Context: an optimization exercise on an open-source flow, tuned for small area. The choices shown serve that exercise and are no tape-out recipe. Only simulation tests tie the RTL to the original design; equivalence was not proved. Power is estimated from default activity; no workload was simulated.

==> flow/design.v <==
`default_nettype none
package udp_regs_pkg;
    typedef logic [31:0] reg_data_t;
    typedef logic [5:0]  reg_addr_t;
    typedef enum logic [5:0] {
        REG_SENT_COUNT = 6'h00,   
        REG_TIMER      = 6'h04,   
        REG_DELAY      = 6'h08,
        REG_DST_MAC_LO = 6'h0C,   
        REG_DST_MAC_HI = 6'h10,
        REG_SRC_IP     = 6'h14,
        REG_DST_IP     = 6'h18,
        REG_SRC_PORT   = 6'h1C,
        REG_DST_PORT   = 6'h20
    } reg_addr_e;
    localparam reg_data_t   DEF_DELAY   = 32'd10_000_000;
    localparam logic [47:0] DEF_DST_MAC = 48'hFFFF_FFFF_FFFF;   
    localparam reg_data_t   DEF_SRC_IP  = 32'hC0A8_0463;         
    localparam reg_data_t   DEF_DST_IP  = 32'hC0A8_0401;         
    localparam logic [15:0] DEF_PORT    = 16'hEAE5;              
endpackage
`default_nettype wire
`default_nettype none
package udp_frame_pkg;
    localparam int PAYLOAD_WORDS = 64;
    localparam int HDR_BYTES     = 42;
    localparam int FRAME_BYTES   = HDR_BYTES + 2 * PAYLOAD_WORDS;
    localparam int BEAT_BYTES    = 8;
    localparam int NUM_BEATS     = (FRAME_BYTES + BEAT_BYTES - 1) / BEAT_BYTES;
    localparam int LAST_BYTES = FRAME_BYTES % BEAT_BYTES;
    typedef logic [63:0] axis_data_t;
    typedef logic [7:0]  axis_keep_t;
    typedef logic [4:0]  beat_idx_t;
    localparam axis_keep_t LAST_KEEP =
        (LAST_BYTES == 0) ? 8'hFF : 8'((1 << LAST_BYTES) - 1);
    typedef logic [0:HDR_BYTES-1][7:0] hdr_bytes_t;
    typedef logic [47:0] mac_t;
    typedef logic [31:0] ip_addr_t;
    typedef logic [15:0] udp_port_t;
    localparam mac_t        SRC_MAC       = 48'h001A_2B3C_4D5E;
    localparam logic [15:0] ETH_TYPE_IPV4 = 16'h0800;
    localparam logic [7:0]  IP_VER_IHL    = 8'h45;       
    localparam logic [15:0] IP_ID         = 16'd1;
    localparam logic [15:0] IP_FLAGS      = 16'h4000;    
    localparam logic [7:0]  IP_TTL        = 8'd255;
    localparam logic [7:0]  IP_PROTO_UDP  = 8'd17;
    localparam logic [15:0] IP_TOTAL_LEN = 16'(28 + 2 * PAYLOAD_WORDS);
    localparam logic [15:0] UDP_LEN      = 16'(8 + 2 * PAYLOAD_WORDS);
    typedef enum logic {
        TX_IDLE,
        TX_SEND
    } tx_state_e;
endpackage
`default_nettype wire
`timescale 1ns/1ps
`default_nettype none
module udp_stream_top
(
    input  wire logic      m00_axis_aclk,
    input  wire logic      m00_axis_aresetn,
    input  wire logic      wr_valid,
    input  udp_regs_pkg::reg_addr_t      wr_addr,
    input  udp_regs_pkg::reg_data_t      wr_data,
    output logic           wr_ready,
    input  wire logic      rd_valid,
    input  udp_regs_pkg::reg_addr_t      rd_addr,
    output logic           rd_ready,
    output logic           rdata_valid,
    output udp_regs_pkg::reg_data_t      rdata,
    input  wire logic      rdata_ready,
    output logic           m00_axis_tvalid,
    output udp_frame_pkg::axis_data_t     m00_axis_tdata,
    output udp_frame_pkg::axis_keep_t     m00_axis_tkeep,
    output logic           m00_axis_tlast,
    input  wire logic      m00_axis_tready
);
    logic [31:0] pkt_delay;
    logic [47:0] dst_mac;
    logic [31:0] mac_lo_stage;
    logic [31:0] src_ip, dst_ip;
    logic [15:0] src_port, dst_port;
    logic [31:0] sent_count, timer_count;
    assign wr_ready = 1'b1;
    assign rd_ready = ~rdata_valid;
    always_ff @(posedge m00_axis_aclk or negedge m00_axis_aresetn) begin
        if (!m00_axis_aresetn) begin
            pkt_delay    <= udp_regs_pkg::DEF_DELAY;
            dst_mac      <= udp_regs_pkg::DEF_DST_MAC;
            mac_lo_stage <= udp_regs_pkg::DEF_DST_MAC[31:0];
            src_ip       <= udp_regs_pkg::DEF_SRC_IP;
            dst_ip       <= udp_regs_pkg::DEF_DST_IP;
            src_port     <= udp_regs_pkg::DEF_PORT;
            dst_port     <= udp_regs_pkg::DEF_PORT;
        end else if (wr_valid) begin
            case (wr_addr)
                udp_regs_pkg::REG_DELAY:      pkt_delay    <= wr_data;
                udp_regs_pkg::REG_DST_MAC_LO: mac_lo_stage <= wr_data;
                udp_regs_pkg::REG_DST_MAC_HI: dst_mac      <= {wr_data[15:0], mac_lo_stage};
                udp_regs_pkg::REG_SRC_IP:     src_ip       <= wr_data;
                udp_regs_pkg::REG_DST_IP:     dst_ip       <= wr_data;
                udp_regs_pkg::REG_SRC_PORT:   src_port     <= wr_data[15:0];
                udp_regs_pkg::REG_DST_PORT:   dst_port     <= wr_data[15:0];
                default: ;
            endcase
        end
    end
    logic        rd_take;
    logic [31:0] rd_value;
    assign rd_take = rd_valid & ~rdata_valid;
    always_comb begin
        case (rd_addr)
            udp_regs_pkg::REG_SENT_COUNT: rd_value = sent_count;
            udp_regs_pkg::REG_TIMER:      rd_value = timer_count;
            udp_regs_pkg::REG_DELAY:      rd_value = pkt_delay;
            udp_regs_pkg::REG_DST_MAC_LO: rd_value = dst_mac[31:0];
            udp_regs_pkg::REG_DST_MAC_HI: rd_value = {16'h0000, dst_mac[47:32]};
            udp_regs_pkg::REG_SRC_IP:     rd_value = src_ip;
            udp_regs_pkg::REG_DST_IP:     rd_value = dst_ip;
            udp_regs_pkg::REG_SRC_PORT:   rd_value = {16'h0000, src_port};
            udp_regs_pkg::REG_DST_PORT:   rd_value = {16'h0000, dst_port};
            default:                      rd_value = '0;
        endcase
    end
    always_ff @(posedge m00_axis_aclk or negedge m00_axis_aresetn) begin
        if (!m00_axis_aresetn) begin
            rdata_valid <= 1'b0;
        end else if (rd_take) begin
            rdata_valid <= 1'b1;
        end else if (rdata_ready) begin
            rdata_valid <= 1'b0;
        end
    end
    always_ff @(posedge m00_axis_aclk) begin
        if (rd_take) begin
            rdata <= rd_value;
        end
    end
    logic       start_pend, sending, expire, frame_start, beat_ack, beat_last, first_beat;
    logic [4:0] beat_idx;
    localparam logic [4:0] BEAT_FIRST = 5'd27;
    assign expire      = (pkt_delay != '0) && (timer_count == pkt_delay);
    assign frame_start = start_pend & ~sending;
    assign beat_ack    = sending & m00_axis_tready;
    logic [31:0] timer_next, sent_next;
    always_comb begin
        logic c, s;
        c = 1'b1;
        for (int i = 0; i < 32; i++) begin
            timer_next[i] = (timer_count[i] ^ c) & ~expire;
            c = c & timer_count[i];
        end
        s = beat_ack & first_beat;
        for (int i = 0; i < 32; i++) begin
            sent_next[i] = sent_count[i] ^ s;
            s = s & sent_count[i];
        end
    end
    always_ff @(posedge m00_axis_aclk or negedge m00_axis_aresetn) begin
        if (!m00_axis_aresetn) begin
            timer_count <= '0;
            start_pend  <= 1'b0;
            sending     <= 1'b0;
            sent_count  <= '0;
        end else begin
            timer_count <= timer_next;
            start_pend  <= expire | (start_pend & ~frame_start);
            if (frame_start)
                sending <= 1'b1;
            else if (beat_ack && beat_last)
                sending <= 1'b0;
            sent_count  <= sent_next;
        end
    end
    always_ff @(posedge m00_axis_aclk) begin
        if (frame_start)
            beat_idx <= BEAT_FIRST;
        else if (beat_ack)
            beat_idx <= beat_idx + 5'd1;   
    end
    logic [47:0] h_mac;
    logic [31:0] h_sip, h_dip;
    logic [15:0] h_sport, h_dport;
    always_ff @(posedge m00_axis_aclk) begin
        if (frame_start) begin
            h_mac   <= dst_mac;
            h_sip   <= src_ip;
            h_dip   <= dst_ip;
            h_sport <= src_port;
            h_dport <= dst_port;
        end
    end
    localparam logic [15:0] CS_K = 16'h84AF;
    logic [15:0] cs_a, cs_b, cs_c, cs_d;
    logic [15:0] s1, c1, s2, c2, s3, c3, x, y, r;
    logic [15:0] ip_csum, gk, pk;
    always_comb begin
        logic gp, pp;
        cs_a = h_sip[31:16]; cs_b = h_sip[15:0];
        cs_c = h_dip[31:16]; cs_d = h_dip[15:0];
        s1 = cs_a ^ cs_b ^ cs_c;
        c1 = (cs_a & cs_b) | (cs_a & cs_c) | (cs_b & cs_c);
        c1 = {c1[14:0], c1[15]};
        s2 = s1 ^ c1 ^ cs_d;
        c2 = (s1 & c1) | (s1 & cs_d) | (c1 & cs_d);
        c2 = {c2[14:0], c2[15]};
        s3 = s2 ^ c2 ^ CS_K;
        c3 = (s2 & c2) | (s2 & CS_K) | (c2 & CS_K);
        c3 = {c3[14:0], c3[15]};
        x = s3; y = c3;
        gp = 1'b0;
        pp = 1'b1;
        for (int i = 0; i < 16; i++) begin
            gk[i] = gp;
            pk[i] = pp;
            gp = (x[i] & y[i]) | ((x[i] ^ y[i]) & gp);
            pp = pp & (x[i] ^ y[i]);
        end
        for (int i = 0; i < 16; i++)
            r[i] = x[i] ^ y[i] ^ (gk[i] | (pk[i] & gp));
        ip_csum = ~r;
    end
    logic [63:0] beat_data;
    logic bsel0, bsel3, bsel4;
    assign bsel0 = (beat_idx[4] & ~beat_idx[2] & beat_idx[1]);
    assign bsel3 = (beat_idx[4] & beat_idx[1] & ~beat_idx[0]);
    assign bsel4 = (beat_idx[4] & beat_idx[2] & beat_idx[1] & beat_idx[0]);
    assign beat_last = (beat_idx[4] & ~beat_idx[3]);
    assign beat_data[0] = (beat_idx[4] & beat_idx[3] & ~beat_idx[1] & ~beat_idx[0]) | (bsel0 & h_mac[40]) | (bsel3 & ip_csum[8]) | (bsel4 & h_dip[8]);
    assign beat_data[1] = (~beat_idx[4] & beat_idx[0]) | (beat_idx[4] & beat_idx[3] & ~beat_idx[1] & ~beat_idx[0]) | (bsel0 & h_mac[41]) | (bsel3 & ip_csum[9]) | (bsel4 & h_dip[9]);
    assign beat_data[2] = (~beat_idx[4] & ~beat_idx[1] & beat_idx[0]) | (~beat_idx[4] & beat_idx[1] & ~beat_idx[0]) | (bsel0 & h_mac[42]) | (bsel3 & ip_csum[10]) | (bsel4 & h_dip[10]);
    assign beat_data[3] = (beat_idx[2] & ~beat_idx[1] & ~beat_idx[0]) | (~beat_idx[4] & ~beat_idx[2] & beat_idx[1]) | (~beat_idx[2] & ~beat_idx[1] & beat_idx[0]) | (bsel0 & h_mac[43]) | (bsel3 & ip_csum[11]) | (bsel4 & h_dip[11]);
    assign beat_data[4] = (~beat_idx[3] & beat_idx[0]) | (beat_idx[3] & ~beat_idx[2] & ~beat_idx[1] & ~beat_idx[0]) | (~beat_idx[3] & beat_idx[1]) | (~beat_idx[3] & beat_idx[2]) | (bsel0 & h_mac[44]) | (bsel3 & ip_csum[12]) | (bsel4 & h_dip[12]);
    assign beat_data[5] = (~beat_idx[4] & beat_idx[2]) | (~beat_idx[4] & beat_idx[3]) | (~beat_idx[4] & beat_idx[0]) | (beat_idx[4] & ~beat_idx[1] & ~beat_idx[0]) | (~beat_idx[4] & beat_idx[1]) | (bsel0 & h_mac[45]) | (bsel3 & ip_csum[13]) | (bsel4 & h_dip[13]);
    assign beat_data[6] = (~beat_idx[4] & beat_idx[2]) | (~beat_idx[4] & beat_idx[3]) | (~beat_idx[4] & beat_idx[0]) | (beat_idx[4] & ~beat_idx[3]) | (~beat_idx[4] & beat_idx[1]) | (bsel0 & h_mac[46]) | (bsel3 & ip_csum[14]) | (bsel4 & h_dip[14]);
    assign beat_data[7] = (~beat_idx[4] & beat_idx[2]) | (~beat_idx[4] & beat_idx[3]) | (~beat_idx[4] & beat_idx[0]) | (beat_idx[4] & ~beat_idx[3]) | (~beat_idx[4] & beat_idx[1]) | (bsel0 & h_mac[47]) | (bsel3 & ip_csum[15]) | (bsel4 & h_dip[15]);
    assign beat_data[8] = (bsel0 & h_mac[32]) | (bsel3 & ip_csum[0]) | (bsel4 & h_dip[0]);
    assign beat_data[9] = (bsel0 & h_mac[33]) | (bsel3 & ip_csum[1]) | (bsel4 & h_dip[1]);
    assign beat_data[10] = (beat_idx[4] & beat_idx[2] & ~beat_idx[1]) | (bsel0 & h_mac[34]) | (bsel3 & ip_csum[2]) | (bsel4 & h_dip[2]);
    assign beat_data[11] = (beat_idx[4] & beat_idx[2] & ~beat_idx[1]) | (bsel0 & h_mac[35]) | (bsel3 & ip_csum[3]) | (bsel4 & h_dip[3]);
    assign beat_data[12] = (beat_idx[4] & beat_idx[2] & ~beat_idx[1]) | (bsel0 & h_mac[36]) | (bsel3 & ip_csum[4]) | (bsel4 & h_dip[4]);
    assign beat_data[13] = (beat_idx[4] & beat_idx[3] & ~beat_idx[1] & ~beat_idx[0]) | (bsel0 & h_mac[37]) | (bsel3 & ip_csum[5]) | (bsel4 & h_dip[5]);
    assign beat_data[14] = (bsel0 & h_mac[38]) | (bsel3 & ip_csum[6]) | (bsel4 & h_dip[6]);
    assign beat_data[15] = (beat_idx[4] & ~beat_idx[1] & beat_idx[0]) | (bsel0 & h_mac[39]) | (bsel3 & ip_csum[7]) | (bsel4 & h_dip[7]);
    assign beat_data[16] = (beat_idx[4] & beat_idx[3] & ~beat_idx[1] & ~beat_idx[0]) | (bsel0 & h_mac[24]) | (bsel3 & h_sip[24]) | (bsel4 & h_sport[8]);
    assign beat_data[17] = (~beat_idx[4] & beat_idx[0]) | (bsel0 & h_mac[25]) | (bsel3 & h_sip[25]) | (bsel4 & h_sport[9]);
    assign beat_data[18] = (~beat_idx[4] & beat_idx[1]) | (beat_idx[4] & beat_idx[3] & ~beat_idx[1] & ~beat_idx[0]) | (bsel0 & h_mac[26]) | (bsel3 & h_sip[26]) | (bsel4 & h_sport[10]);
    assign beat_data[19] = (~beat_idx[4] & beat_idx[2]) | (beat_idx[2] & ~beat_idx[1] & ~beat_idx[0]) | (bsel0 & h_mac[27]) | (bsel3 & h_sip[27]) | (bsel4 & h_sport[11]);
    assign beat_data[20] = (~beat_idx[4] & beat_idx[3]) | (bsel0 & h_mac[28]) | (bsel3 & h_sip[28]) | (bsel4 & h_sport[12]);
    assign beat_data[21] = (bsel0 & h_mac[29]) | (bsel3 & h_sip[29]) | (bsel4 & h_sport[13]);
    assign beat_data[22] = (beat_idx[4] & beat_idx[3] & ~beat_idx[1] & ~beat_idx[0]) | (bsel0 & h_mac[30]) | (bsel3 & h_sip[30]) | (bsel4 & h_sport[14]);
    assign beat_data[23] = (bsel0 & h_mac[31]) | (bsel3 & h_sip[31]) | (bsel4 & h_sport[15]);
    assign beat_data[24] = (beat_idx[4] & ~beat_idx[1] & beat_idx[0]) | (bsel0 & h_mac[16]) | (bsel3 & h_sip[16]) | (bsel4 & h_sport[0]);
    assign beat_data[25] = (beat_idx[4] & beat_idx[3] & ~beat_idx[1] & ~beat_idx[0]) | (bsel0 & h_mac[17]) | (bsel3 & h_sip[17]) | (bsel4 & h_sport[1]);
    assign beat_data[26] = (beat_idx[4] & beat_idx[3] & ~beat_idx[1] & ~beat_idx[0]) | (bsel0 & h_mac[18]) | (bsel3 & h_sip[18]) | (bsel4 & h_sport[2]);
    assign beat_data[27] = (beat_idx[4] & beat_idx[3] & ~beat_idx[1] & ~beat_idx[0]) | (bsel0 & h_mac[19]) | (bsel3 & h_sip[19]) | (bsel4 & h_sport[3]);
    assign beat_data[28] = (beat_idx[4] & beat_idx[3] & ~beat_idx[1] & ~beat_idx[0]) | (bsel0 & h_mac[20]) | (bsel3 & h_sip[20]) | (bsel4 & h_sport[4]);
    assign beat_data[29] = (bsel0 & h_mac[21]) | (bsel3 & h_sip[21]) | (bsel4 & h_sport[5]);
    assign beat_data[30] = (beat_idx[4] & beat_idx[3] & ~beat_idx[1] & ~beat_idx[0]) | (bsel0 & h_mac[22]) | (bsel3 & h_sip[22]) | (bsel4 & h_sport[6]);
    assign beat_data[31] = (bsel0 & h_mac[23]) | (bsel3 & h_sip[23]) | (bsel4 & h_sport[7]);
    assign beat_data[32] = (~beat_idx[4]) | (bsel0 & h_mac[8]) | (bsel3 & h_sip[8]) | (bsel4 & h_dport[8]);
    assign beat_data[33] = (~beat_idx[4] & ~beat_idx[0]) | (bsel0 & h_mac[9]) | (bsel3 & h_sip[9]) | (bsel4 & h_dport[9]);
    assign beat_data[34] = (~beat_idx[4] & ~beat_idx[1]) | (bsel0 & h_mac[10]) | (bsel3 & h_sip[10]) | (bsel4 & h_dport[10]);
    assign beat_data[35] = (~beat_idx[4] & ~beat_idx[2]) | (beat_idx[4] & beat_idx[3] & ~beat_idx[1] & ~beat_idx[0]) | (bsel0 & h_mac[11]) | (bsel3 & h_sip[11]) | (bsel4 & h_dport[11]);
    assign beat_data[36] = (~beat_idx[4] & ~beat_idx[3]) | (bsel0 & h_mac[12]) | (bsel3 & h_sip[12]) | (bsel4 & h_dport[12]);
    assign beat_data[37] = (~beat_idx[4]) | (bsel0 & h_mac[13]) | (bsel3 & h_sip[13]) | (bsel4 & h_dport[13]);
    assign beat_data[38] = (~beat_idx[4]) | (~beat_idx[1] & beat_idx[0]) | (bsel0 & h_mac[14]) | (bsel3 & h_sip[14]) | (bsel4 & h_dport[14]);
    assign beat_data[39] = (~beat_idx[4]) | (bsel0 & h_mac[15]) | (bsel3 & h_sip[15]) | (bsel4 & h_dport[15]);
    assign beat_data[40] = (bsel0 & h_mac[0]) | (bsel3 & h_sip[0]) | (bsel4 & h_dport[0]);
    assign beat_data[41] = (bsel0 & h_mac[1]) | (bsel3 & h_sip[1]) | (bsel4 & h_dport[1]);
    assign beat_data[42] = (bsel0 & h_mac[2]) | (bsel3 & h_sip[2]) | (bsel4 & h_dport[2]);
    assign beat_data[43] = (bsel0 & h_mac[3]) | (bsel3 & h_sip[3]) | (bsel4 & h_dport[3]);
    assign beat_data[44] = (bsel0 & h_mac[4]) | (bsel3 & h_sip[4]) | (bsel4 & h_dport[4]);
    assign beat_data[45] = (bsel0 & h_mac[5]) | (bsel3 & h_sip[5]) | (bsel4 & h_dport[5]);
    assign beat_data[46] = (bsel0 & h_mac[6]) | (bsel3 & h_sip[6]) | (bsel4 & h_dport[6]);
    assign beat_data[47] = (bsel0 & h_mac[7]) | (bsel3 & h_sip[7]) | (bsel4 & h_dport[7]);
    assign beat_data[48] = (~beat_idx[4]) | (beat_idx[2] & ~beat_idx[1]) | (bsel3 & h_dip[24]);
    assign beat_data[49] = (~beat_idx[4] & beat_idx[0]) | (~beat_idx[1] & beat_idx[0]) | (bsel3 & h_dip[25]);
    assign beat_data[50] = (~beat_idx[4] & beat_idx[1]) | (beat_idx[4] & beat_idx[2] & ~beat_idx[1]) | (bsel3 & h_dip[26]);
    assign beat_data[51] = (~beat_idx[4] & beat_idx[2]) | (beat_idx[2] & ~beat_idx[1] & beat_idx[0]) | (bsel3 & h_dip[27]);
    assign beat_data[52] = (~beat_idx[4] & beat_idx[3]) | (beat_idx[3] & ~beat_idx[1] & beat_idx[0]) | (bsel3 & h_dip[28]);
    assign beat_data[53] = (beat_idx[4] & ~beat_idx[1] & beat_idx[0]) | (bsel3 & h_dip[29]);
    assign beat_data[54] = (beat_idx[4] & beat_idx[2] & ~beat_idx[1]) | (bsel3 & h_dip[30]);
    assign beat_data[55] = (beat_idx[4] & ~beat_idx[1] & beat_idx[0]) | (bsel3 & h_dip[31]);
    assign beat_data[56] = (beat_idx[4] & ~beat_idx[1] & beat_idx[0]) | (bsel3 & h_dip[16]);
    assign beat_data[57] = (beat_idx[4] & ~beat_idx[2] & beat_idx[1]) | (bsel3 & h_dip[17]);
    assign beat_data[58] = (bsel3 & h_dip[18]);
    assign beat_data[59] = (beat_idx[4] & beat_idx[1] & beat_idx[0]) | (bsel3 & h_dip[19]);
    assign beat_data[60] = (beat_idx[4] & ~beat_idx[1] & beat_idx[0]) | (beat_idx[4] & ~beat_idx[2] & beat_idx[1]) | (bsel3 & h_dip[20]);
    assign beat_data[61] = (bsel3 & h_dip[21]);
    assign beat_data[62] = (bsel3 & h_dip[22]);
    assign beat_data[63] = (beat_idx[4] & beat_idx[2] & beat_idx[1] & beat_idx[0]) | (bsel3 & h_dip[23]);
    assign first_beat = bsel0;
    assign m00_axis_tvalid = sending;
    assign m00_axis_tdata  = beat_data;
    assign m00_axis_tkeep  = beat_last ? 8'h03 : 8'hFF;
    assign m00_axis_tlast  = beat_last;
endmodule
`default_nettype wire
==> flow/flow/run.sh <==
#!/bin/bash
# Standard layout, with two changes: the port buffers are the smallest
# buffer cell, and the clock tree uses small clock buffers in larger
# sink clusters, without dummy loads.
set -euo pipefail
export BUFFER_PORTS_ARGS="-buffer_cell sky130_fd_sc_hd__buf_1"
export CTS_ARGS="-sink_clustering_enable -repair_clock_nets -buf_list sky130_fd_sc_hd__clkbuf_4 -sink_clustering_size 10 -sink_clustering_max_diameter 50 -dont_use_dummy_load"
bash standard.sh > standard_flow.log 2>&1
==> flow/standard.sh <==
#!/bin/bash
# synth_recipe.tcl (not shown) runs the flow's synth.tcl, then flattens the netlist and writes it again
# the make line also repeats each setting of config.mk as NAME=value (left out here)
make -C /OpenROAD-flow-scripts/flow DESIGN_CONFIG=/design/flow/config.mk WORK_HOME=/design/flow/orfs CLKGATE_MAP_FILE= SYNTH_SCRIPT=/design/flow/synth_recipe.tcl "${@:-finish}"
==> flow/config.mk <==
export PLATFORM = sky130hd
export DESIGN_NAME = udp_stream_top
export DESIGN_NICKNAME = udp_stream_top
export VERILOG_FILES = /design/flow/design.v
export SDC_FILE = /design/flow/constraint.sdc
export NUM_CORES = 4
export LEC_CHECK = 0
export CAP_MARGIN = 20
export CORE_MARGIN = 2
export CORE_UTILIZATION = 60
export SLEW_MARGIN = 20
==> flow/constraint.sdc <==
create_clock -name core_clock -period 10.0 [get_ports {m00_axis_aclk}]
set_input_delay 2.0000 -clock core_clock [delete_from_list [all_inputs] [get_ports {m00_axis_aclk}]]
set_output_delay 2.0000 -clock core_clock [all_outputs]
set_load 0.01 [all_outputs]
==> results of run 1 <==
==> registers in the layout (all words and copies together), names as in the netlist, 32 cells and up <==
| signal | count |
|---|---|
| h_dip | 32 |
| h_sip | 32 |
| rdata | 32 |
| dst_mac | 48 |
| sent_count | 32 |
| h_mac | 48 |
| mac_lo_stage | 32 |
| src_ip | 32 |
| timer_count | 32 |
| pkt_delay | 32 |
| dst_ip | 32 |
==> logic make-up (layout without fill, tap and decap cells) <==
group | count (synthesis) | after routing | synth area share, %
multiplexers | 215 | 215 | 11.5
buffers and inverters | 154 | 305 | 2.94
XOR/XNOR | 37 | 37 | 1.55
other | 1 | 4 | 0.0179
flip-flops | 456 | 456 | 59.2
AO/OA/AOI/OAI | 244 | 244 | 9.43
adder cells (fa/ha/maj) | 128 | 128 | 8.82
AND/OR/NAND/NOR | 272 | 272 | 6.51
==> stage by stage <==
step | utilization [%] | setup slack [ns]
3_5_place_dp | 64.1 | 1.54
6_report | 65.3 | 2.28
5_1_grt | 65.3 | 2.01
2_1_floorplan | - | 2.32
3_3_place_gp | 64.1 | 1.63
4_1_cts | 65.2 | 2.35
==> final cells by class <==
cell class                 instances  area [µm²]
sequential                       456       12400
fill                            2645       12000
multi-input combinational        899        8020
timing repair buffer             185         831
tap                              455         569
clock buffer                      52         390
inverter                          68         260
antenna                            1        2.50
==> placed cells by master, fill, tap and decap left out, types with 7 or more instances in the layout <==
cell type	count
a21o_1	7
a21oi_1	29
a221oi_1	24
a222oi_1	64
a22o_1	16
a22oi_1	30
a31oi_1	10
and3_1	8
buf_1	154
buf_4	29
clkbuf_4	53
dfrtp_1	150
dfstp_2	125
edfxtp_1	176
fa_1	33
ha_1	95
inv_1	66
mux2_2	209
nand2_1	86
nand3_1	31
nand4_1	12
nor2_1	34
nor2b_1	35
nor3_1	11
nor4_1	18
o211ai_1	8
o21ai_0	18
xor2_1	35
==> critical path, delay by kind of cell <==
family,cells,cell delay [ns]
adder cells (fa/ha/maj),31,5.81
AND/OR/NAND/NOR,2,0.25
buffers and inverters,1,0.15
XOR/XNOR,1,0.14
==> worst paths after layout <==
check,to,slack (ns),depth (start not counted),start
hold reg to reg,h_dip[13],0.48,0,dst_ip[13]
min in group asynchronous,src_ip[9],1.23,1,m00_axis_aresetn
setup / recovery,sent_count[31],2.28,35,m00_axis_tready
max in group asynchronous,pkt_delay[27],6.69,3,m00_axis_aresetn
hold / removal,h_dip[13],0.48,0,dst_ip[13]
setup reg to reg,sent_count[31],2.98,35,beat_idx[4]
==> metal layers <==
metal  wire length [µm]  vias up  GRT usage, %
met5                 14        -             0
met4               1730        2          10.8
met3               6490      108          6.10
met2              27700      825          51.8
met1              26200     7228          52.7
li1                   -     5973             -
==> power breakdown <==
part           internal [mW]  total (mW)  switching (mW)  leakage [nW]
Combinational          0.423        1.23           0.807          4.50
Sequential              2.14        2.28           0.139          4.97
Clock                  0.238       0.802           0.563         0.239
==> results.json, run 1 <==
{
  "drv_cap": 0,
  "synthCells": 1507,
  "dieArea_um2": 36500,
  "synth_edf_count": 176,
  "die_y_um": 191,
  "io_pins": 159,
  "critical_path_class": "input pin to register",
  "io_buffers": 155,
  "place_congestion": 0.939,
  "yosysTopAreaCellShare_pct": 25.2,
  "clkTransAtPathRegs_ns": 0.11,
  "drt-pass1-iter-count": 8,
  "instances_no_fill": 2116,
  "nNetsFinal": 1840,
  "skew_ns": 0.0632,
  "synthArstFlopShare_pct": 60.3,
  "worstPathArrival_ns": 8.36,
  "overflow": 0,
  "yosysSeqAreaShare_pct": 59.2,
  "cp_common_cell": "ha_1",
  "drive_above_1_share_pct": 26.6,
  "die_w_um": 191,
  "synth.cell_area_um2": 21000,
  "tns_ns": 0,
  "leakagePower_nw": 9.71,
  "final_antenna_net_count": 0,
  "cts_buffer_depth": 3,
  "cts.sinks": 456,
  "htree_num_levels": 2,
  "synth_most_common_cell": "mux2_2",
  "grt_pass1_wl_um": 90700,
  "num_rows": 68,
  "slowest_delay_ns": 0.23,
  "place_area_um2": 22100,
  "worstHoldPathType": "register to register",
  "area_delta_synth_final_pct": 7.27,
  "p_total_mw": 4.31,
  "cts_root_buf": "clkbuf_4",
  "initial_core_util_pct": 60.9,
  "synth_cell_types": 63,
  "cts_buffers": 52,
  "crit_slowest_cell": "ha_1",
  "vias": 14100,
  "cts-resized-gates": 0,
  "track_usage_pct": 34.9,
  "yosysTopAreaCell": "edfxtp_1",
  "initialDrtViolationCount": 1791,
  "cp-end-kind": "register",
  "setup_violations": 0,
  "critPathLaunchType": "input pin",
  "drcViolationCount": 0,
  "cts_tree": "done",
  "finalWirelength_um": 62200,
  "antenna_found_initial": 2,
  "hold_viol": 0,
  "synth_flop_cell": "edfxtp_1",
  "rsz0062_at_grt": "false",
  "yosysWarningCount": 1,
  "wl_per_cell_um": 29.4,
  "avgViaCountPerCell": 6.68,
  "whs_ns": 0.476,
  "post-route-period-util_pct": 77.2,
  "ys_top_cells_by_area": "edfxtp_1 (25%), dfrtp_1 (18%), dfstp_2 (16%), mux2_2 (11%), ha_1 (5.7%)",
  "dp_hpwl_um": 42700,
  "syn_area_per_cell_um2": 13.9,
  "synth_seq_cells": 456,
  "required_ns": 10.64,
  "final_area_um2": 22500,
  "cts_setup_buffers": 0,
  "worstMarginPinSlew_ns": 1.00,
  "ir_drop_uv": 180,
  "cts_hold_buf": 0,
  "grt_pass1_vias": 13500,
  "cp_max_fo": 7,
  "synth_common_cells": "mux2_2 (209), edfxtp_1 (176), dfrtp_1 (150)",
  "outcome": "finished clean",
  "post-place-cells": 2062,
  "slew_violations": 0,
  "fin_crit_ns": 7.72,
  "core_um2": 34500,
  "power_density_nw_per_um2": 192,
  "clk_latency_ns": 0.75,
  "grt_max_degree": 93,
  "fmax_ghz": 0.129,
  "slew_headroom_pct": 33.0
}
==> run 2: changes to the inputs <==
==> flow/flow/run.sh (replaced) <==
#!/bin/bash
# Standard layout, with two changes: the port buffers are the smallest
# buffer cell, and the clock tree uses small clock buffers in larger
# sink clusters, without dummy loads.
set -euo pipefail
export BUFFER_PORTS_ARGS="-buffer_cell sky130_fd_sc_hd__buf_1"
export CTS_ARGS="-sink_clustering_enable -repair_clock_nets -buf_list sky130_fd_sc_hd__clkbuf_4 -sink_clustering_size 8 -sink_clustering_max_diameter 40 -dont_use_dummy_load"
bash standard.sh > standard_flow.log 2>&1
==> run 2 against run 1 <==
  * Still clean on timing, DRC and antenna
  * Cell area increased by 0.60%
  * Clock power increased by 14%
  * Final cell count increased by 0.85%
  * Non-clock buffer count unchanged
  * Global-route usage increased by 0.21 points
  * Synthesized area unchanged
  * Sequential power about the same
  * Clock skew increased by 0.0011 ns
  * Critical endpoint unchanged
  * Largest cell class unchanged
==> results.json, run 2 <==
{
  "outcome": "finished clean",
  "nNetsFinal": 1858,
  "vias": 14200,
  "synth_top_family_by_area": "multiplexers",
  "cts_buffer_depth": 3,
  "synth_xor_area_share_pct": 1.55,
  "yosysSeqAreaShare_pct": 59.2,
  "cts_root_buf": "clkbuf_4",
  "synth_seq_cells": 456,
  "finalWirelength_um": 62500,
  "drcViolationCount": 0,
  "cp-end-kind": "register",
  "drive_above_1_share_pct": 27.4,
  "core_um2": 34500,
  "worstHoldPathType": "register to register",
  "cts-resized-gates": 0,
  "post-route-period-util_pct": 77.8,
  "cts.sinks": 456,
  "fin_crit_ns": 7.78,
  "synthMuxAreaShare_pct": 11.5,
  "worstMarginPinSlew_ns": 1.01,
  "rsz0062_at_grt": "false",
  "synth_common_cells": "mux2_2 (209), edfxtp_1 (176), dfrtp_1 (150)",
  "place_congestion": 0.939,
  "synthAdderAreaFrac_pct": 8.82,
  "layout_common_cells": "mux2_2 (209), edfxtp_1 (176), buf_1 (154)",
  "instances_no_fill": 2134,
  "antenna_found_initial": 2,
  "skew_ns": 0.0644,
  "crit_slowest_cell": "ha_1",
  "yosysWarningCount": 1,
  "htree_num_levels": 3,
  "ys_top_cells_by_area": "edfxtp_1 (25%), dfrtp_1 (18%), dfstp_2 (16%), mux2_2 (11%), ha_1 (5.7%)",
  "cp_max_fo": 7,
  "grt_max_degree": 93,
  "final_antenna_net_count": 0,
  "power_density_nw_per_um2": 195,
  "clkTransAtPathRegs_ns": 0.09,
  "synth_cell_types": 63,
  "synthArstFlopShare_pct": 60.3,
  "worstPathArrival_ns": 8.36,
  "yosysTopAreaCell": "edfxtp_1",
  "track_usage_pct": 35.1,
  "avgViaCountPerCell": 6.66,
  "reg_top3": "dst_mac x48, h_mac x48",
  "initial_core_util_pct": 60.9,
  "n_fill_cell": 2640,
  "mostFrequentLayoutCell": "mux2_2",
  "clk_latency_ns": 0.71,
  "synth_edf_count": 176,
  "drt-pass1-iter-count": 7,
  "wl_met1_um": 26400,
  "route.met3.wl_um": 6320,
  "die_y_um": 191,
  "num_rows": 68,
  "cp_common_cell": "ha_1",
  "synthCells": 1507,
  "synth_most_common_cell": "mux2_2",
  "io_buffers": 155,
  "synth.cell_area_um2": 21000,
  "setup_violations": 0,
  "critPathLaunchType": "input pin",
  "syn_area_per_cell_um2": 13.9,
  "dieArea_um2": 36500,
  "fmax_ghz": 0.129,
  "required_ns": 10.59,
  "multi_input_area_um2": 8020,
  "critical_path_class": "input pin to register",
  "whs_ns": 0.453,
  "synth_compound_area_share_pct": 9.43,
  "ir_drop_uv": 177,
  "overflow": 0,
  "cts_setup_buffers": 0,
  "grt_pass1_vias": 13700,
  "top_layer": "met5",
  "slew_headroom_pct": 32.3,
  "cts_hold_buf": 0,
  "dp_hpwl_um": 42700,
  "cts_buffers": 70,
  "area_delta_synth_final_pct": 7.92,
  "initialDrtViolationCount": 1793,
  "tns_ns": 0,
  "drv_cap": 0,
  "die_w_um": 191,
  "slew_violations": 0,
  "slowest_delay_ns": 0.23,
  "leakagePower_nw": 9.79,
  "seq_area_um2": 12400,
  "synth_flop_cell": "edfxtp_1",
  "p_total_mw": 4.42,
  "met2_wirelength_um": 28100,
  "yosysTopAreaCellShare_pct": 25.2,
  "hold_viol": 0,
  "grt_pass1_wl_um": 91200,
  "cts_tree": "done",
  "wl_per_cell_um": 29.3,
  "io_pins": 159,
  "post-place-cells": 2062,
  "synth-simple-area-share_pct": 6.51,
  "r2r_setup_slack_ns": 2.95
}
==> run 2: cells by family (layout without fill, tap and decap cells) <==
kind of cell | after synthesis | count (layout)
AND/OR/NAND/NOR | 272 | 272
flip-flops | 456 | 456
multiplexers | 215 | 215
XOR/XNOR | 37 | 37
adder cells (fa/ha/maj) | 128 | 128
buffers and inverters | 154 | 323
AO/OA/AOI/OAI | 244 | 244
other | 1 | 4
==> run 2: metal layers <==
layer | vias up | global-route usage [%]
met1 | 7255 | 52.5
met4 | 2 | 10.6
li1 | 6026 | -
met2 | 816 | 52.3
met5 | - | 0
met3 | 116 | 6.79
==> run 2: final cells by class <==
type / instances / area share [%]
diodes: 1 / 0.0111
clock buffers: 70 / 2.32
inverters: 68 / 1.15
multi-input cells: 899 / 35.4
flip-flops and latches: 456 / 54.9
well taps: 455 / 2.52
repair buffers: 185 / 3.67
==> run 2: critical path: cells and delay by family <==
family,cells,cell delay (ns)
xor gates and xnor gates,1,0.14
adders and majority gates,31,5.82
buffers and inverters,1,0.15
and+or+nand+nor,2,0.25
==> run 2: final timing paths <==
check,from,endpoint,cells after the start
setup / recovery,m00_axis_tready,sent_count[31],35
hold / removal,dst_ip[18],h_dip[18],0
setup reg to reg,beat_idx[4],sent_count[31],35
hold reg to reg,dst_ip[18],h_dip[18],0
max in group asynchronous,m00_axis_aresetn,src_ip[18],3
min in group asynchronous,m00_axis_aresetn,dst_ip[8],1
==> run 2: per-stage QoR <==
| step | area, µm² | setup slack [ns] | util (%) |
|---|---|---|---|
| floorplan | 21000 | 2.32 | - |
| CTS | 22600 | 2.29 | 65.6 |
| detailed placement | 22100 | 1.54 | 64.1 |
| finish | 22600 | 2.22 | 65.7 |
| global placement | 22100 | 1.63 | 64.1 |
| global route | 22600 | 1.98 | 65.7 |
==> run 2: power by group <==
| part | switching [mW] | internal [mW] | total (mW) |
|---|---|---|---|
| sequential | 0.141 | 2.14 | 2.28 |
| combinational | 0.803 | 0.423 | 1.23 |
| clock | 0.589 | 0.323 | 0.912 |
| total | 1.53 | 2.89 | 4.42 |
==> run 3: changes to the inputs <==
--- a/flow/design.v
+++ b/flow/design.v
@@ -137,8 +137,9 @@
     end
     logic       start_pend, sending, expire, frame_start, beat_ack, beat_last, first_beat;
     logic [4:0] beat_idx;
+    logic       timer_zero, timer_wrap;
     localparam logic [4:0] BEAT_FIRST = 5'd27;
-    assign expire      = (pkt_delay != '0) && (timer_count == pkt_delay);
+    assign expire      = ~timer_zero && (timer_count == pkt_delay);
     assign frame_start = start_pend & ~sending;
     assign beat_ack    = sending & m00_axis_tready;
     logic [31:0] timer_next, sent_next;
@@ -149,6 +150,7 @@
             timer_next[i] = (timer_count[i] ^ c) & ~expire;
             c = c & timer_count[i];
         end
+        timer_wrap = c;
         s = beat_ack & first_beat;
         for (int i = 0; i < 32; i++) begin
             sent_next[i] = sent_count[i] ^ s;
@@ -158,11 +160,13 @@
     always_ff @(posedge m00_axis_aclk or negedge m00_axis_aresetn) begin
         if (!m00_axis_aresetn) begin
             timer_count <= '0;
+            timer_zero  <= 1'b1;
             start_pend  <= 1'b0;
             sending     <= 1'b0;
             sent_count  <= '0;
         end else begin
             timer_count <= timer_next;
+            timer_zero  <= expire | timer_wrap;   
             start_pend  <= expire | (start_pend & ~frame_start);
             if (frame_start)
                 sending <= 1'b1;
==> flow/flow/run.sh (replaced) <==
#!/bin/bash
# Standard layout, with two changes: the port buffers are the smallest
# buffer cell, and the clock tree uses small clock buffers in larger
# sink clusters, without dummy loads.
set -euo pipefail
export BUFFER_PORTS_ARGS="-buffer_cell sky130_fd_sc_hd__buf_1"
export CTS_ARGS="-sink_clustering_enable -repair_clock_nets -buf_list sky130_fd_sc_hd__clkbuf_4 -sink_clustering_size 10 -sink_clustering_max_diameter 50 -dont_use_dummy_load"
bash standard.sh > standard_flow.log 2>&1
==> run 3 against run 2 <==
  * Largest cell class unchanged
  * Fmax grew 3.6%
  * Clock power fell by 9.8%
  * Highest routed layer unchanged
  * Synthesized cell count decreased by 0.80%
  * Via count shrank 4.3%
  * Worst hold slack better by 0.0081 ns
  * Critical path depth stayed put
  * Final cell count shrank 1.2%
  * Die area decreased by 0.48%
  * Sequential share of layout area grew 0.64 points
  * Critical path type unchanged
  * Core utilization is 0.46 points lower
  * Wire length down 1.7%
==> results.json, run 3 <==
{
  "cts_buffer_depth": 3,
  "drv_cap": 0,
  "slowest_delay_ns": 0.26,
  "synth_seq_cells": 457,
  "whs_ns": 0.461,
  "cts-resized-gates": 0,
  "antenna_found_initial": 4,
  "power_density_nw_per_um2": 194,
  "ys_top_cells_by_area": "edfxtp_1 (25%), dfrtp_1 (18%), dfstp_2 (16%), mux2_2 (11%), ha_1 (5.8%)",
  "synth_edf_count": 176,
  "critPathLaunchType": "input pin",
  "drt-pass1-iter-count": 6,
  "area_delta_synth_final_pct": 7.42,
  "num_rows": 68,
  "outcome": "finished clean",
  "core_um2": 34400,
  "r2r_setup_slack_ns": 2.98,
  "fmax_ghz": 0.133,
  "worstPathArrival_ns": 8.23,
  "rsz0062_at_grt": "false",
  "synth_cell_types": 68,
  "io_buffers": 155,
  "place_congestion": 0.947,
  "cts_tree": "done",
  "cts_root_buf": "clkbuf_4",
  "overflow": 0,
  "dieArea_um2": 36300,
  "wl_per_cell_um": 29.2,
  "setup_ws_ns": 2.50,
  "track_usage_pct": 34.8,
  "setup_violations": 0,
  "fin_crit_ns": 7.50,
  "final_antenna_net_count": 0,
  "cp_max_fo": 7,
  "initial_core_util_pct": 60.7,
  "tns_ns": 0,
  "leakagePower_nw": 9.58,
  "avgViaCountPerCell": 6.46,
  "cp-end-kind": "register",
  "die_w_um": 191,
  "layout_common_cells": "mux2_2 (209), edfxtp_1 (176), buf_1 (154)",
  "initialDrtViolationCount": 1563,
  "nNetsFinal": 1832,
  "drive_above_1_share_pct": 26.8,
  "die_y_um": 191,
  "critical_path_class": "input pin to register",
  "ir_drop_uv": 184,
  "io_pins": 159,
  "p_total_mw": 4.34,
  "slew_violations": 0,
  "grt_pass1_vias": 13500,
  "dp_hpwl_um": 40800,
  "synth.cell_area_um2": 20900,
  "synth_most_common_cell": "mux2_2",
  "yosysTopAreaCellShare_pct": 25.3,
  "postLayoutCoreUtil_pct": 65.2,
  "worstMarginPinSlew_ns": 1.18,
  "skew_ns": 0.0719,
  "cp_common_cell": "ha_1",
  "grt_max_degree": 141,
  "mostFrequentLayoutCell": "mux2_2",
  "htree_num_levels": 2,
  "synthArstFlopShare_pct": 60.4,
  "drcViolationCount": 0,
  "required_ns": 10.72,
  "reg2reg_depth": 35,
  "cts_setup_buffers": 0,
  "worstHoldPathType": "register to register",
  "yosysWarningCount": 1,
  "cts_hold_buf": 0,
  "hold_end": "h_sip[14]",
  "r2r-start": "beat_idx[4]",
  "hold_viol": 0,
  "yosysTopAreaCell": "edfxtp_1",
  "synth_flop_cell": "edfxtp_1",
  "clkTransAtPathRegs_ns": 0.10,
  "worst-path-buf-inv": 1,
  "syn_area_per_cell_um2": 14.0,
  "cts_buffers": 53,
  "post-route-period-util_pct": 75.0,
  "place_ws_ns": 1.62,
  "whs_path_depth": 0,
  "synth_common_cells": "mux2_2 (209), edfxtp_1 (176), dfrtp_1 (150)",
  "grt_pass1_wl_um": 89800,
  "min-delay-start": "src_ip[14]",
  "cts.sinks": 457,
  "crit_slowest_cell": "ha_1",
  "r2r-end": "sent_count[31]",
  "reg_top3": "dst_mac x48, h_mac x48",
  "finalWirelength_um": 61500,
  "critPathTopFamily": "adder cells",
  "yosysSeqAreaShare_pct": 59.6,
  "synthCells": 1495,
  "vias": 13600,
  "slew_headroom_pct": 21.4,
  "clk_latency_ns": 0.83
}
[run 3: worst max path at each step]
stage,start,endpoint,cells after the start
final,m00_axis_tready,sent_count[31],35
after global routing,m00_axis_tready,sent_count[31],35
after CTS,h_sip[17],m00_axis_tdata[8],14
after detailed placement,m00_axis_tready,sent_count[31],35
after global placement,m00_axis_tready,sent_count[31],35
after floorplan,m00_axis_tready,sent_count[31],34
[run 3: layout make-up]
type                            count  area (µm²)
Clock buffer                       53         398
Sequential cell                   457       12400
Inverter                           63         241
Fill cell                        2634       12000
Antenna cell                        2        5.00
Timing Repair Buffer              181         808
Multi-Input combinational cell    897        7950
Tap cell                          455         569
[run 3: cells by family after synthesis]
family / Yosys count / synth area share, %
multiplexers: 215 / 11.6
adder cells (fa/ha/maj): 129 / 8.92
other: 1 / 0.0180
XOR/XNOR: 44 / 1.85
buffers and inverters: 143 / 2.76
AO/OA/AOI/OAI: 261 / 9.20
AND/OR/NAND/NOR: 245 / 6.05
flip-flops: 457 / 59.6
[run 3: stage by stage]
stage	area, µm²	instances
6_report	22400	2108
5_1_grt	22400	2107
3_5_place_dp	22000	2051
3_3_place_gp	22000	2051
2_1_floorplan	20900	1497
4_1_cts	22400	2104
[run 3: layer usage]
metal | vias up | routed length (µm) | GRT usage (%) | part of all wire [%]
met4 | 4 | 1770 | 11.6 | 2.9
met5 | - | 14 | 0 | 0.023
met3 | 108 | 6210 | 7.43 | 10
li1 | 5867 | - | - | -
met1 | 6915 | 26400 | 51.5 | 43
met2 | 716 | 27100 | 51.4 | 44
[run 3: power by group]
part	switching (mW)	leakage, nW	internal (mW)	total (mW)
Combinational	0.833	4.34	0.409	1.24
Sequential	0.129	4.99	2.15	2.28
Clock	0.580	0.244	0.242	0.823
==> run 4: changes to the inputs <==
==> flow/flow/run.sh (replaced) <==
#!/bin/bash
# The standard layout (standard.sh, standard synthesis unchanged), with
# two changes:
# - every port still gets a buffer, but the smallest buffer cell (buf_1);
# - the clock tree uses clkbuf_4 buffers, sink clusters of up to 10 flops
#   within 50 um, and no dummy loads.
# The make output goes to standard_flow.log; ORFS keeps each step's log
# under orfs/logs/.
set -euo pipefail
export BUFFER_PORTS_ARGS="-buffer_cell sky130_fd_sc_hd__buf_1"
export CTS_ARGS="-sink_clustering_enable -repair_clock_nets -buf_list sky130_fd_sc_hd__clkbuf_4 -sink_clustering_size 10 -sink_clustering_max_diameter 50 -dont_use_dummy_load"
bash standard.sh > standard_flow.log 2>&1
--- a/flow/config.mk
+++ b/flow/config.mk
@@ -7,5 +7,5 @@
 export LEC_CHECK = 0
 export CAP_MARGIN = 20
 export CORE_MARGIN = 2
-export CORE_UTILIZATION = 60
+export CORE_UTILIZATION = 70
 export SLEW_MARGIN = 20
==> run 4 against run 3 <==
  * Synthesized area unchanged
  * Sequential share of layout area up 0.29 points
  * Setup slack worse by 0.20 ns
  * Largest cell class unchanged
  * Clock-buffer cell count did not move
  * Fmax fell by 2.6%
  * Wire length is 2.7% lower
  * Cell area shrank 0.52%
  * Clock skew up 0.041 ns
  * Non-clock buffer count shrank 3
  * Critical path depth did not move
  * Core utilization grew 10 points
==> results.json, run 4 <==
{
  "outcome": "finished clean",
  "dp_hpwl_um": 39900,
  "ys_top_cells_by_area": "edfxtp_1 (25%), dfrtp_1 (18%), dfstp_2 (16%), mux2_2 (11%), ha_1 (5.8%)",
  "cts_hold_buf": 0,
  "postLayoutCoreUtil_pct": 75.6,
  "antenna_found_initial": 4,
  "place_congestion": 0.933,
  "synth_most_common_cell": "mux2_2",
  "cp_common_cell": "ha_1",
  "clkTransAtPathRegs_ns": 0.12,
  "synth_flop_cell": "edfxtp_1",
  "initial_core_util_pct": 70.8,
  "yosysWarningCount": 1,
  "drt-pass1-iter-count": 6,
  "synthArstFlopShare_pct": 60.4,
  "n_fill_cell": 1922,
  "cts_setup_buffers": 0,
  "r2r_setup_slack_ns": 2.83,
  "synth_seq_cells": 457,
  "dieArea_um2": 31200,
  "htree_num_levels": 2,
  "area_delta_synth_final_pct": 6.85,
  "synth_common_cells": "mux2_2 (209), edfxtp_1 (176), dfrtp_1 (150)",
  "grt_max_degree": 163,
  "core_um2": 29500,
  "place_area_um2": 21900,
  "slowest_delay_ns": 0.23,
  "cts-resized-gates": 0,
  "setup_violations": 0,
  "post-place-cells": 1984,
  "cts_root_buf": "clkbuf_4",
  "final_antenna_net_count": 0,
  "place_ws_ns": 1.60,
  "skew_ns": 0.113,
  "met2_wirelength_um": 26700,
  "drive_above_1_share_pct": 26.6,
  "die_w_um": 177,
  "power_density_nw_per_um2": 194,
  "seq_area_um2": 12400,
  "layout_common_cells": "mux2_2 (209), edfxtp_1 (176), buf_1 (154)",
  "leakagePower_nw": 9.57,
  "synth_edf_count": 176,
  "worstHoldPathType": "register to register",
  "synth_cell_types": 68,
  "hold_viol": 0,
  "syn_area_per_cell_um2": 14.0,
  "drv_cap": 0,
  "worstPathArrival_ns": 8.30,
  "crit_slowest_cell": "ha_1",
  "initialDrtViolationCount": 1885,
  "final_area_um2": 22300,
  "critical_path_class": "input pin to register",
  "worstMarginPinSlew_ns": 1.23,
  "wl_met1_um": 23300,
  "yosysTopAreaCellShare_pct": 25.3,
  "ir_drop_uv": 126,
  "yosysSeqAreaShare_pct": 59.6,
  "top_layer": "met5",
  "critPathLaunchType": "input pin",
  "num_rows": 63,
  "reg_top3": "dst_mac x48, h_mac x48",
  "fmax_ghz": 0.130,
  "mostFrequentLayoutCell": "mux2_2",
  "grt_pass1_vias": 13600,
  "required_ns": 10.59,
  "slew_headroom_pct": 18.0,
  "slew_violations": 0,
  "whs_ns": 0.475,
  "multi_input_area_um2": 7950,
  "p_total_mw": 4.33,
  "vias": 14000,
  "synth.cell_area_um2": 20900,
  "yosysTopAreaCell": "edfxtp_1",
  "finalWirelength_um": 59800,
  "cts.sinks": 457,
  "cp_max_fo": 7,
  "cts_buffer_depth": 3,
  "clk_latency_ns": 0.76,
  "cts_buffers": 53,
  "post-route-period-util_pct": 77.1,
  "synthCells": 1495,
  "die_y_um": 177,
  "wl_per_cell_um": 29.3,
  "route.met3.wl_um": 7560,
  "grt_pass1_wl_um": 86900,
  "nNetsFinal": 1829,
  "cp-end-kind": "register",
  "tns_ns": 0,
  "avgViaCountPerCell": 6.86,
  "io_buffers": 155,
  "drcViolationCount": 0,
  "track_usage_pct": 38.9,
  "setup_ws_ns": 2.29,
  "overflow": 0,
  "io_pins": 159,
  "cts_tree": "done",
  "instances_no_fill": 2040,
  "rsz0062_at_grt": "false",
  "fin_crit_ns": 7.71
}
[run 4: final timing paths]
| kind | endpoint | start | cells after the start |
|---|---|---|---|
| setup / recovery | sent_count[31] | m00_axis_tready | 35 |
| max in group asynchronous | src_port[4] | m00_axis_aresetn | 3 |
| hold / removal | h_dport[1] | dst_port[1] | 0 |
| setup reg to reg | sent_count[31] | beat_idx[1] | 34 |
| hold reg to reg | h_dport[1] | dst_port[1] | 0 |
| min in group asynchronous | timer_count[22] | m00_axis_aresetn | 1 |
[run 4: final cells by class]
| cell class | instances | area share, % |
|---|---|---|
| Inverter | 63 | 1.08 |
| Sequential cell | 457 | 55.8 |
| Clock buffer | 53 | 1.78 |
| Multi-Input combinational cell | 897 | 35.6 |
| Tap cell | 390 | 2.19 |
| Timing Repair Buffer | 178 | 3.47 |
| Antenna cell | 2 | 0.0224 |
[run 4: where the power goes]
part           switching (mW)  internal (mW)
Sequential              0.141           2.15
Combinational           0.821          0.410
Clock                   0.568          0.243
[run 4: cells by family after synthesis]
kind of cell             Yosys count  share of synthesized area, %
flip-flops                       457                          59.6
AO/OA/AOI/OAI                    261                          9.20
AND/OR/NAND/NOR                  245                          6.05
multiplexers                     215                          11.6
buffers and inverters            143                          2.76
adder cells (fa/ha/maj)          129                          8.92
XOR/XNOR                          44                          1.85
other                              1                        0.0180
[run 4: per-layer routing]
metal | global-route usage [%] | up-vias
met5 | 0 | -
met4 | 14.4 | 2
met3 | 9.69 | 149
met2 | 58.1 | 941
met1 | 56.1 | 7042
li1 | - | 5866
[run 4: worst max-delay path, delay by kind of cell]
family / cells / cell delay (ns)
xor gates and xnor gates: 1 / 0.14
adders and majority gates: 31 / 5.86
buffers and inverters: 1 / 0.14
and+or+nand+nor: 2 / 0.17
==> run 5: changes to the inputs <==
--- a/flow/config.mk
+++ b/flow/config.mk
@@ -7,5 +7,5 @@
 export LEC_CHECK = 0
 export CAP_MARGIN = 20
 export CORE_MARGIN = 2
-export CORE_UTILIZATION = 70
+export CORE_UTILIZATION = 60
 export SLEW_MARGIN = 20
==> run 5 against run 4 <==
  * Largest cell class unchanged
  * Sequential power about the same
  * Global-route usage decreased by 4.1 points
  * Still clean
  * Flip-flop and latch count unchanged
  * Die area increased by 16%
  * Critical endpoint unchanged
  * Critical path depth unchanged
==> results.json, run 5 <==
{
  "cts_buffer_depth": 3,
  "nNetsFinal": 1832,
  "drv_cap": 0,
  "track_usage_pct": 34.8,
  "cts-resized-gates": 0,
  "yosysWarningCount": 1,
  "cts_setup_buffers": 0,
  "drt-pass1-iter-count": 6,
  "cts_tree": "done",
  "met2_wirelength_um": 27100,
  "tns_ns": 0,
  "place_ws_ns": 1.62,
  "grt_max_degree": 141,
  "num_rows": 68,
  "io_buffers": 155,
  "critical_path_class": "input pin to register",
  "yosysTopAreaCell": "edfxtp_1",
  "area_delta_synth_final_pct": 7.42,
  "final_area_um2": 22400,
  "cp-end-kind": "register",
  "crit_slowest_cell": "ha_1",
  "synth_seq_cells": 457,
  "synth_edf_count": 176,
  "top_layer": "met5",
  "cp_common_cell": "ha_1",
  "cts_hold_buf": 0,
  "setup_ws_ns": 2.50,
  "power_density_nw_per_um2": 194,
  "wl_per_cell_um": 29.2,
  "antenna_found_initial": 4,
  "setup_violations": 0,
  "cts_root_buf": "clkbuf_4",
  "slowest_delay_ns": 0.26,
  "fin_crit_ns": 7.50,
  "initialDrtViolationCount": 1563,
  "die_w_um": 191,
  "wl_met1_um": 26400,
  "cp_max_fo": 7,
  "place_congestion": 0.947,
  "io_pins": 159,
  "critPathLaunchType": "input pin",
  "slew_headroom_pct": 21.4,
  "slew_violations": 0,
  "cts_buffers": 53,
  "postLayoutCoreUtil_pct": 65.2,
  "vias": 13600,
  "post-route-period-util_pct": 75.0,
  "fmax_ghz": 0.133,
  "dp_hpwl_um": 40800,
  "grt_pass1_vias": 13500,
  "layout_common_cells": "mux2_2 (209), edfxtp_1 (176), buf_1 (154)",
  "htree_num_levels": 2,
  "synth_flop_cell": "edfxtp_1",
  "core_um2": 34400,
  "synth_cell_types": 68,
  "required_ns": 10.72,
  "finalWirelength_um": 61500,
  "place_area_um2": 22000,
  "grt_pass1_wl_um": 89800,
  "reg_top3": "dst_mac x48, h_mac x48",
  "avgViaCountPerCell": 6.46,
  "rsz0062_at_grt": "false",
  "worstHoldPathType": "register to register",
  "yosysTopAreaCellShare_pct": 25.3,
  "skew_ns": 0.0719,
  "synthCells": 1495,
  "yosysSeqAreaShare_pct": 59.6,
  "clkTransAtPathRegs_ns": 0.10,
  "initial_core_util_pct": 60.7,
  "leakagePower_nw": 9.58,
  "drcViolationCount": 0,
  "synthArstFlopShare_pct": 60.4,
  "mostFrequentLayoutCell": "mux2_2",
  "outcome": "finished clean",
  "syn_area_per_cell_um2": 14.0,
  "worstPathArrival_ns": 8.23,
  "ir_drop_uv": 184,
  "ys_top_cells_by_area": "edfxtp_1 (25%), dfrtp_1 (18%), dfstp_2 (16%), mux2_2 (11%), ha_1 (5.8%)",
  "n_fill_cell": 2634,
  "drive_above_1_share_pct": 26.8,
  "cts.sinks": 457,
  "die_y_um": 191,
  "overflow": 0,
  "synth.cell_area_um2": 20900,
  "worstMarginPinSlew_ns": 1.18,
  "route.met3.wl_um": 6210,
  "clk_latency_ns": 0.83,
  "final_antenna_net_count": 0,
  "synth_common_cells": "mux2_2 (209), edfxtp_1 (176), dfrtp_1 (150)",
  "hold_viol": 0,
  "dieArea_um2": 36300,
  "synth_most_common_cell": "mux2_2"
}
==> run 5: cell counts after synthesis <==
No cell type changed its count.
==> run 5: worst paths after layout <==
| path | from | endpoint | slack (ns) | depth (start not counted) |
|---|---|---|---|---|
| worst max register to register | beat_idx[4] | sent_count[31] | 2.98 | 35 |
| worst min-delay path | src_ip[14] | h_sip[14] | 0.46 | 0 |
| min in group asynchronous | m00_axis_aresetn | src_ip[29] | 1.30 | 1 |
| worst min register to register | src_ip[14] | h_sip[14] | 0.46 | 0 |
| max in group asynchronous | m00_axis_aresetn | rdata_valid | 7.32 | 2 |
| worst max-delay path | m00_axis_tready | sent_count[31] | 2.50 | 35 |
==> run 5: kinds of logic after synthesis <==
group           after synthesis  synth area share [%]
mux                         215                  11.6
flops                       457                  59.6
other cells                   1                0.0180
compound gates              261                  9.20
xor+xnor                     44                  1.85
simple gates                245                  6.05
buf+inv                     143                  2.76
fa+ha+maj                   129                  8.92
==> run 5: power by group <==
part / internal, mW / leakage (nW) / switching, mW
Sequential: 2.15 / 4.99 / 0.129
Clock: 0.242 / 0.244 / 0.580
Combinational: 0.409 / 4.34 / 0.833
==> run 5: layer usage <==
metal,up-vias,track usage [%]
met4,4,11.6
met1,6915,51.5
met2,716,51.4
met5,-,0
met3,108,7.43
li1,5867,-
==> run 5: final cells by class <==
class,instances,area (µm²),area share [%]
antenna,2,5.00,0.0223
multi-input combinational,897,7950,35.5
timing repair buffer,181,808,3.61
clock buffer,53,398,1.77
inverter,63,241,1.08
sequential,457,12400,55.5
tap,455,569,2.54
==> run 5: worst max-delay path, delay by kind of cell <==
kind / cells / cell delay, ns
xor gates and xnor gates: 1 / 0.14
and+or+nand+nor: 2 / 0.15
buffers and inverters: 1 / 0.14
adders and majority gates: 31 / 5.79
==> run 5: per-stage QoR <==
| step | power, mW | hold WS [ns] | instances |
|---|---|---|---|
| after CTS | 4.35 | 0.455 | 2104 |
| after global routing | 4.54 | 0.491 | 2107 |
| after global placement | 3.52 | 0.450 | 2051 |
| final | 4.34 | 0.461 | 2108 |
| after floorplan | 3.00 | 0.440 | 1497 |
| after detailed placement | 3.53 | 0.459 | 2051 |

[port drivers added, routing unchanged]
Ports are ideal in the flow. The routed layouts listed here were re-timed in OpenROAD.
Step 1, drivers: a clkbuf_16 drives m00_axis_aclk and a buf_2 each remaining input, both assumed.
Step 2 times the ports against the registers' clock, not the clock port: input delays grow and output delays shrink by t, the midpoint of the rising clock arrivals with the driver on.
a / b / c = no drivers / after step 1 / after step 2; a / b = the first two.
run	t, ns	slack for setup (ns)	worst hold slack (ns)
run 1	0.774	2.276 / 2.305 / 1.531	0.476 / 0.476 / 0.476
run 2	0.726	2.225 / 2.254 / 1.528	0.453 / 0.453 / 0.453
run 3	0.845	2.497 / 2.492 / 1.682	0.461 / 0.461 / 0.461
run 4	0.759	2.294 / 2.322 / 1.562	0.475 / 0.475 / 0.475
run 5	0.845	2.497 / 2.492 / 1.682	0.461 / 0.461 / 0.461
After both steps every run listed still meets setup and hold.
